Source: an optimization exercise on an open RTL-to-GDS flow (aim: small area and a short achievable clock period). Production flows keep margins and buffers that such runs may drop.
In this exercise RTL edits were held to simulation tests only and were not proved equivalent to the original.
No activity file was given, so power comes from the tool's default toggle rates.

== north ==
==> flow/design.v <==
package merge_fifo_ctrl_pkg;
   localparam int OUT_DEPTH = 2;
   typedef enum logic {CH0 = 1'b0, CH1 = 1'b1} chan_e;
endpackage
module tdpram_v #(
   parameter int NROW   = 16,
   parameter int NCOL   = 16,
   parameter int DWIDTH = 17
) (
   input  logic              clk_i,
   input  logic              wen_i,
   input  logic [DWIDTH-1:0] wdata_i,
   input  logic [NROW-1:0]   rrow_n_i,
   input  logic [NCOL-1:0]   rcol_n_i,
   output logic [DWIDTH-1:0] rdata_o
);
   localparam int NWORDS = NROW * NCOL;
   logic [DWIDTH-1:0] mem [NWORDS];
   always_ff @(posedge clk_i) begin
      if (wen_i) begin
         mem[0] <= wdata_i;
         for (int w = 1; w < NWORDS; w++)
            mem[w] <= mem[w - 1];
      end
   end
   logic [DWIDTH-1:0] row_q [NROW];
   always_comb begin
      for (int r = 0; r < NROW; r++) begin
         row_q[r] = '1;
         for (int c = 0; c < NCOL; c++)
            row_q[r] = row_q[r] & (mem[r * NCOL + c] | {DWIDTH{rcol_n_i[c]}});
      end
      rdata_o = '1;
      for (int r = 0; r < NROW; r++)
         rdata_o = rdata_o & (row_q[r] | {DWIDTH{rrow_n_i[r]}});
   end
endmodule
module merge_fifo_ctrl #(
   parameter int AWIDTH = 8,
   parameter int DWIDTH = 16
) (
   input  logic              clk_i,
   input  logic              rst_i,
   input  logic [DWIDTH-1:0] s0_data_i,
   input  logic              s0_valid_i,
   output logic              s0_ready_o,
   input  logic [DWIDTH-1:0] s1_data_i,
   input  logic              s1_valid_i,
   output logic              s1_ready_o,
   output logic [DWIDTH-1:0] m_data_o,
   output logic              m_chan_o,
   output logic              m_valid_o,
   input  logic              m_ready_i,
   output logic [AWIDTH+1:0] level_o,
   output logic              full_o,
   output logic              empty_o
);
   localparam int PTR_W    = AWIDTH + 1;   
   localparam int CHAN_BIT = DWIDTH;
   localparam int RW       = DWIDTH + 1;
   localparam int LW       = AWIDTH + 2;
   localparam int NWORDS   = 2 ** AWIDTH;
   localparam int CW       = 5;
   localparam int NCOL     = 2 ** CW;
   localparam int NROW     = NWORDS / NCOL;
   logic [PTR_W-1:0]  occ_q;
   logic [LW-1:0]     level_q;
   logic              full_q, empty_q, ram_empty_q, valid_q;
   logic              rd_pend;
   logic [1:0]        out_cnt;
   merge_fifo_ctrl_pkg::chan_e last_grant;
   logic              wst_valid;
   logic [RW-1:0]     wst_data;
   logic [AWIDTH-1:0] rd_pos;
   logic [NROW-1:0]   rd_row_n;
   logic [NCOL-1:0]   rd_col_n;
   logic [RW-1:0]     out_q, skid_q, ram_rd;
   logic              gnt0, gnt1, acc0, acc1, acc, pop, issue;
   assign gnt0 = s0_valid_i && (!s1_valid_i || last_grant == merge_fifo_ctrl_pkg::CH1);
   assign gnt1 = s1_valid_i && (!s0_valid_i || last_grant == merge_fifo_ctrl_pkg::CH0);
   assign s0_ready_o = gnt0 && !full_q && !rst_i;
   assign s1_ready_o = gnt1 && !full_q && !rst_i;
   assign acc0       = s0_ready_o;
   assign acc1       = s1_ready_o;
   assign acc        = acc0 || acc1;
   assign full_o    = full_q;
   assign empty_o   = empty_q;
   assign level_o   = level_q;
   assign m_valid_o = valid_q;
   assign m_data_o  = out_q[DWIDTH-1:0];
   assign m_chan_o  = out_q[CHAN_BIT];
   assign pop       = valid_q && m_ready_i;
   always_comb begin
      case ({out_cnt, rd_pend})
         3'b000, 3'b001, 3'b010: issue = !ram_empty_q;
         3'b011, 3'b100:         issue = !ram_empty_q && m_ready_i;
         default:                issue = 1'b0;
      endcase
   end
   always_ff @(posedge clk_i) begin
      if (rst_i) begin
         occ_q       <= '0;
         level_q     <= '0;
         full_q      <= 1'b0;
         empty_q     <= 1'b1;
         ram_empty_q <= 1'b1;
         valid_q     <= 1'b0;
         rd_pend     <= 1'b0;
         out_cnt     <= 2'd0;
         last_grant  <= merge_fifo_ctrl_pkg::CH1;
      end else begin
         if (acc && !issue) begin
            occ_q       <= occ_q + PTR_W'(1);
            full_q      <= (occ_q == PTR_W'(NWORDS - 1));
            ram_empty_q <= 1'b0;
         end else if (!acc && issue) begin
            occ_q       <= occ_q - PTR_W'(1);
            full_q      <= 1'b0;
            ram_empty_q <= (occ_q == PTR_W'(1));
         end
         if (acc && !pop) begin
            level_q <= level_q + LW'(1);
            empty_q <= 1'b0;
         end else if (!acc && pop) begin
            level_q <= level_q - LW'(1);
            empty_q <= (level_q == LW'(1));
         end
         if (acc)
            last_grant <= acc1 ? merge_fifo_ctrl_pkg::CH1 : merge_fifo_ctrl_pkg::CH0;
         rd_pend <= issue;
         out_cnt <= out_cnt + 2'(rd_pend) - 2'(pop);
         valid_q <= (out_cnt + 2'(rd_pend) - 2'(pop)) != 2'd0;
      end
   end
   assign rd_pos = AWIDTH'(occ_q - PTR_W'(1));
   always_ff @(posedge clk_i) begin
      rd_col_n <= ~(NCOL'(1) << rd_pos[CW-1:0]);
      rd_row_n <= ~(NROW'(1) << rd_pos[AWIDTH-1:CW]);
   end
   always_ff @(posedge clk_i) begin
      wst_valid <= acc;
      wst_data  <= acc1 ? {1'b1, s1_data_i} : {1'b0, s0_data_i};
   end
   always_ff @(posedge clk_i) begin
      if (pop || out_cnt == 2'd0)
         out_q <= (out_cnt == 2'd2) ? skid_q : ram_rd;
      if (pop || out_cnt != 2'd2)
         skid_q <= ram_rd;
   end
   tdpram_v #(
      .NROW   (NROW),
      .NCOL   (NCOL),
      .DWIDTH (RW)
   ) u_ram (
      .clk_i   (clk_i),
      .wen_i   (wst_valid),
      .wdata_i (wst_data),
      .rrow_n_i (rd_row_n),
      .rcol_n_i (rd_col_n),
      .rdata_o (ram_rd)
   );
endmodule
clock: 10.0 ns
lec_check: 0
cap_margin: 20
core_margin: 2
core_utilization: 65
cts_buf_list: sky130_fd_sc_hd__clkbuf_16
cts_cluster_diameter: 100
cts_cluster_size: 25
slew_margin: 20
synth_memory_max_bits: 8192
standard.sh (not shown) runs the stock make flow with config.mk's settings and CLKGATE_MAP_FILE= SYNTH_SCRIPT=/design/flow/synth_recipe.tcl, a recipe that flattens the netlist after the stock synthesis.
==> flow/flow/run.sh <==
#!/bin/bash
export BUFFER_PORTS_ARGS="-buffer_cell sky130_fd_sc_hd__buf_2"
export SETUP_SLACK_MARGIN=5.5
export CTS_ARGS="-sink_clustering_enable -repair_clock_nets -buf_list sky130_fd_sc_hd__clkbuf_16 -sink_clustering_size 25 -sink_clustering_max_diameter 100 -dont_use_dummy_load"
bash standard.sh > standard.log 2>&1
north finished end to end and its layout was clean on timing, DRC and antenna.
Setup changes, north to south
--- a/flow/design.v
+++ b/flow/design.v
@@ -74,16 +74,15 @@
    logic [AWIDTH-1:0] rd_pos;
    logic [NROW-1:0]   rd_row_n;
    logic [NCOL-1:0]   rd_col_n;
    logic [RW-1:0]     out_q, skid_q, ram_rd;
-   logic              gnt0, gnt1, acc0, acc1, acc, pop, issue;
+   logic              gnt0, gnt1, acc, sel1, pop, issue;
    assign gnt0 = s0_valid_i && (!s1_valid_i || last_grant == merge_fifo_ctrl_pkg::CH1);
    assign gnt1 = s1_valid_i && (!s0_valid_i || last_grant == merge_fifo_ctrl_pkg::CH0);
    assign s0_ready_o = gnt0 && !full_q && !rst_i;
    assign s1_ready_o = gnt1 && !full_q && !rst_i;
-   assign acc0       = s0_ready_o;
-   assign acc1       = s1_ready_o;
-   assign acc        = acc0 || acc1;
+   assign acc        = (s0_valid_i || s1_valid_i) && !full_q && !rst_i;
+   assign sel1       = (last_grant == merge_fifo_ctrl_pkg::CH0) ? s1_valid_i : !s0_valid_i;
    assign full_o    = full_q;
    assign empty_o   = empty_q;
    assign level_o   = level_q;
    assign m_valid_o = valid_q;
@@ -125,9 +124,9 @@
             level_q <= level_q - LW'(1);
             empty_q <= (level_q == LW'(1));
          end
          if (acc)
-            last_grant <= acc1 ? merge_fifo_ctrl_pkg::CH1 : merge_fifo_ctrl_pkg::CH0;
+            last_grant <= sel1 ? merge_fifo_ctrl_pkg::CH1 : merge_fifo_ctrl_pkg::CH0;
          rd_pend <= issue;
          out_cnt <= out_cnt + 2'(rd_pend) - 2'(pop);
          valid_q <= (out_cnt + 2'(rd_pend) - 2'(pop)) != 2'd0;
       end
@@ -138,9 +137,9 @@
       rd_row_n <= ~(NROW'(1) << rd_pos[AWIDTH-1:CW]);
    end
    always_ff @(posedge clk_i) begin
       wst_valid <= acc;
-      wst_data  <= acc1 ? {1'b1, s1_data_i} : {1'b0, s0_data_i};
+      wst_data  <= sel1 ? {1'b1, s1_data_i} : {1'b0, s0_data_i};
    end
    always_ff @(posedge clk_i) begin
       if (pop || out_cnt == 2'd0)
          out_q <= (out_cnt == 2'd2) ? skid_q : ram_rd;
## What came out
Non-clock buffer contribution to total cell area across north and south: no real change. Looking at post-route total power, south sits 3.1% below north. Compared with north, in south number of instances in the synthesized netlist went up by 30; synthesized area has remained practically unchanged; initial antenna violation count went up by 3. Each of the runs, namely north and south, reached the end of the flow and came out clean.

-- separate check: timing with driven ports --
Ports are ideal in the flow. The routed layouts listed here were re-timed in OpenROAD. Step 1 assumes that a clkbuf_16 drives the clock port and a buf_2 every other input. Step 2 moves the port delays by t, midway between the first and last clock arrival at a register: inputs arrive t later, outputs are due t later. That takes back most of the time a late clock gives input paths. a / b / c = no drivers / after step 1 / after step 2; a / b = the first two.
| run | t (ns) | setup WS [ns] | slew at the worst register clock pin (ns) |
|---|---|---|---|
| north | 0.953 | 5.387 / 5.293 / 5.185 | 0.10 / 0.10 |
| south | 0.954 | 5.505 / 5.430 / 5.430 | 0.10 / 0.10 |
After both steps every run listed still meets setup and hold. For north, which loses most, drivers alone change the setup slack by -0.094 ns; drivers and shift together by -0.202 ns.
